Background: an optimization exercise with open tools, aiming at small area, a short achievable clock period and few clock cycles per item. Do not read the settings as production practice. The RTL was checked by simulation tests, not by an equivalence proof against the original design.

## raven
// conv_engine_top
module conv_engine_top (
    input  logic                            clk,
    input  logic                            rst_n,
    input  logic                            in_valid,
    input  logic [conv_pkg::DATA_WIDTH-1:0] in_data,
    input  logic                            in_is_weight,
    input  logic                            out_credit,
    output logic                            in_credit,
    output logic                            out_valid,
    output logic [conv_pkg::DATA_WIDTH-1:0] out_data
);
clock: 13.0 ns
lec_check: 0
cap_margin: 20
core_margin: 2
core_utilization: 40
cts_cluster_diameter: 70
cts_cluster_size: 30
setup_slack_margin: 0.5
slew_margin: 20
standard.sh (not shown) runs the stock make flow with config.mk's settings and CLKGATE_MAP_FILE= SYNTH_SCRIPT=/design/flow/synth_recipe.tcl, a recipe that flattens the netlist after the stock synthesis.
==> flow/flow/run.sh <==
#!/bin/bash
# Standard layout, with the port buffers made of plain buf_4 cells instead
# of the flow's default pick, a slow delay buffer.
set -euo pipefail
export BUFFER_PORTS_ARGS="-buffer_cell sky130_fd_sc_hd__buf_4"
bash standard.sh > standard_flow.log 2>&1
Testbench counts of raven, summed over its fixed seeds: cycles 8,752, windows 320.
For pepper, these inputs were changed with respect to raven:
-- flow/design.v --
<<< raven, line 169
    output logic                                                    pixel_pop,
    output logic [conv_pkg::OUT_CHANNELS-1:0]                       acc_done,
    output logic [conv_pkg::OUT_CHANNELS*conv_pkg::ACC_WIDTH-1:0]   acc
);
    localparam DW    = conv_pkg::DATA_WIDTH;
>>> pepper, line 169
    output logic                                                    pixel_pop,
    output logic [conv_pkg::OUT_CHANNELS-1:0]                       acc_done,
    output logic [conv_pkg::OUT_CHANNELS*(conv_pkg::DATA_WIDTH+2)-1:0] acc
);
    localparam DW    = conv_pkg::DATA_WIDTH;
<<< raven, line 211
    localparam logic [AW-1:0] WINDOW_K = AW'(-LEN * ((1 << 15) - (1 << 7)));
    localparam PW = 2 * DW;
    genvar g;
    generate
>>> pepper, line 211
    localparam logic [AW-1:0] WINDOW_K = AW'(-LEN * ((1 << 15) - (1 << 7)));
    localparam PW = 2 * DW;
    localparam SPLIT = 12;
    localparam RW = DW + 2;
    genvar g;
    generate
<<< raven, line 244
                prod_c <= c4;
            end
            logic [AW-1:0] sum_q;
            logic [AW-1:0] ts, tc;
            assign ts = sum_q ^ AW'(prod_s) ^ AW'(prod_c);
            assign tc = ((sum_q & AW'(prod_s)) | (sum_q & AW'(prod_c)) | (AW'(prod_s) & AW'(prod_c))) << 1;
            assign acc[g*AW +: AW] = ts + tc;
            always_ff @(posedge clk) begin
                sum_q <= open_q[g / GROUP + 1] ? acc[g*AW +: AW] :
                         AW'({{(AW-DW){b[DW-1]}}, b}) + WINDOW_K;
            end
        end
    endgenerate
>>> pepper, line 246
                prod_c <= c4;
            end
            logic [AW-1:0]       sum_q;
            logic                cy_q;
            logic [AW-1:0]       ts, tc;
            logic [SPLIT:0]      lo;
            logic [AW-SPLIT-1:0] hi;
            assign ts = sum_q ^ AW'(prod_s) ^ AW'(prod_c);
            assign tc = ((sum_q & AW'(prod_s)) | (sum_q & AW'(prod_c)) | (AW'(prod_s) & AW'(prod_c))) << 1;
            assign lo = {1'b0, ts[SPLIT-1:0]} + {1'b0, tc[SPLIT-1:0]};
            assign hi = ts[AW-1:SPLIT] + tc[AW-1:SPLIT] + cy_q;
            always_ff @(posedge clk) begin
                if (open_q[g / GROUP + 1]) begin
                    sum_q <= {hi, lo[SPLIT-1:0]};
                    cy_q  <= lo[SPLIT];
                end else begin
                    sum_q <= AW'({{(AW-DW){b[DW-1]}}, b}) + WINDOW_K;
                    cy_q  <= 1'b0;
                end
            end
            logic hi_ones;
            logic hi_sign;
            logic hi_rest;
            assign hi_ones = &hi[AW-SPLIT-2:0];
            assign hi_sign = hi[AW-SPLIT-1] ^ (lo[SPLIT] & hi_ones);
            assign hi_rest = lo[SPLIT] ? !hi_ones : |hi[AW-SPLIT-2:0];
            assign acc[g*RW +: RW] = {hi_sign, hi_rest | (|lo[SPLIT-1:DW]), lo[DW-1:0]};
        end
    endgenerate
<<< raven, line 261
    input  logic                                                  rst_n,
    input  logic [conv_pkg::OUT_CHANNELS-1:0]                     acc_done,
    input  logic [conv_pkg::OUT_CHANNELS*conv_pkg::ACC_WIDTH-1:0] acc,
    input  logic                                                  out_credit,
    output logic                                                  drain_free,
>>> pepper, line 279
    input  logic                                                  rst_n,
    input  logic [conv_pkg::OUT_CHANNELS-1:0]                     acc_done,
    input  logic [conv_pkg::OUT_CHANNELS*(conv_pkg::DATA_WIDTH+2)-1:0] acc,
    input  logic                                                  out_credit,
    output logic                                                  drain_free,
<<< raven, line 275
    logic [DW+1:0]   head;
    logic            holding;
    logic [CH_W-1:0] send_ch;
    logic [CR_W-1:0] credits;
    logic            send;
>>> pepper, line 293
    logic [DW+1:0]   head;
    logic            holding;
    logic [OC-1:0]   send_ch;
    logic [CR_W-1:0] credits;
    logic            send;
<<< raven, line 283
    generate
        for (g = 0; g < OC; g = g + 1) begin : g_clamp
            logic signed [AW-1:0] sum;
            assign sum = $signed(acc[g*AW +: AW]);
            always_ff @(posedge clk) begin
                if (acc_done[g]) begin
                    result[g] <= {sum[AW-1], |sum[AW-2:DW], sum[DW-1:0]};
                end
            end
        end
    endgenerate
    assign head = result[send_ch];
    always_ff @(posedge clk) begin
        out_data <= head[DW+1] ? {DW{1'b0}} : head[DW] ? {DW{1'b1}} : head[DW-1:0];
>>> pepper, line 301
    generate
        for (g = 0; g < OC; g = g + 1) begin : g_clamp
            always_ff @(posedge clk) begin
                if (acc_done[g]) begin
                    result[g] <= acc[g*(DW+2) +: DW+2];
                end
            end
        end
    endgenerate
    always_comb begin
        head = '0;
        for (int c = 0; c < OC; c = c + 1) begin
            head = head | ({(DW+2){send_ch[c]}} & result[c]);
        end
    end
    always_ff @(posedge clk) begin
        out_data <= head[DW+1] ? {DW{1'b0}} : head[DW] ? {DW{1'b1}} : head[DW-1:0];
<<< raven, line 307
            if (acc_done[0]) begin
                holding <= 1'b1;
                send_ch <= '0;
            end else if (send) begin
                if (send_ch == OC - 1) begin
                    holding <= 1'b0;
                    send_ch <= '0;
                end else begin
                    send_ch <= send_ch + 1'b1;
                end
            end
        end
>>> pepper, line 328
            if (acc_done[0]) begin
                holding <= 1'b1;
                send_ch <= OC'(1);
            end else if (send) begin
                holding <= !send_ch[OC-1];
                send_ch <= send_ch << 1;
            end
        end
<<< raven, line 346
    logic                 drain_free;
    logic [OC-1:0]        acc_done;
    logic [OC*AW-1:0]     acc;
    always_ff @(posedge clk or negedge rst_n) begin
        if (!rst_n) begin
>>> pepper, line 363
    logic                 drain_free;
    logic [OC-1:0]        acc_done;
    logic [OC*(DW+2)-1:0] acc;
    always_ff @(posedge clk or negedge rst_n) begin
        if (!rst_n) begin
Any difference in final hold slack between pepper and raven is small enough to ignore.
On global-route wire length before repair, raven and pepper are neck and neck.
Area overhead of the layout relative to synthesis, raven and pepper: higher on pepper
Going from raven to pepper, the minimum clock period after layout was found to have gone down by 0.15 ns.
Compare raven and pepper | total number of multi-input combinational cells higher: raven
Sequential standard cell area of pepper exceeds that of raven slightly.
Taking raven as the reference, in pepper post-route worst setup slack went up 0.15 ns; final period utilization decreased by 1.2 points relative to the old numbers.
Diff raven -> pepper: worst slew margin relative to its limit climbed 4.7 points; die area barely changed; CTS clock-pin slew for the worst setup and hold paths held; combined area of all synthesized cells held.
Testbench counts of pepper, summed over its fixed seeds: cycles 8,752, windows 320.

==> what the ideal ports hide <==
Ports are ideal in the flow. The routed layouts listed here were re-timed in OpenROAD.
Step 1 sets driving cells, clkbuf_16 on the clock port and buf_2 on the other inputs (assumed; they add their load-dependent delay and slew).
Step 2, shift: input delay + t, output delay - t, t = (earliest + latest rising clock arrival at the registers) / 2. This alone moves slack from input paths to output paths.
a / b / c = ideal ports / drivers / drivers and shift; a / b = the first two.
| run | t (ns) | slack for setup (ns) | worst slew at a driven data input, ns |
|---|---|---|---|
| raven | 0.877 | 8.942 / 8.942 / 8.942 | 0.06 |
| pepper | 0.865 | 9.096 / 9.013 / 9.034 | 0.04 |
After both steps setup and hold are still met in every run listed. The setup slack of pepper, which loses most, moves by -0.083 ns with the drivers and by -0.062 ns with both steps.
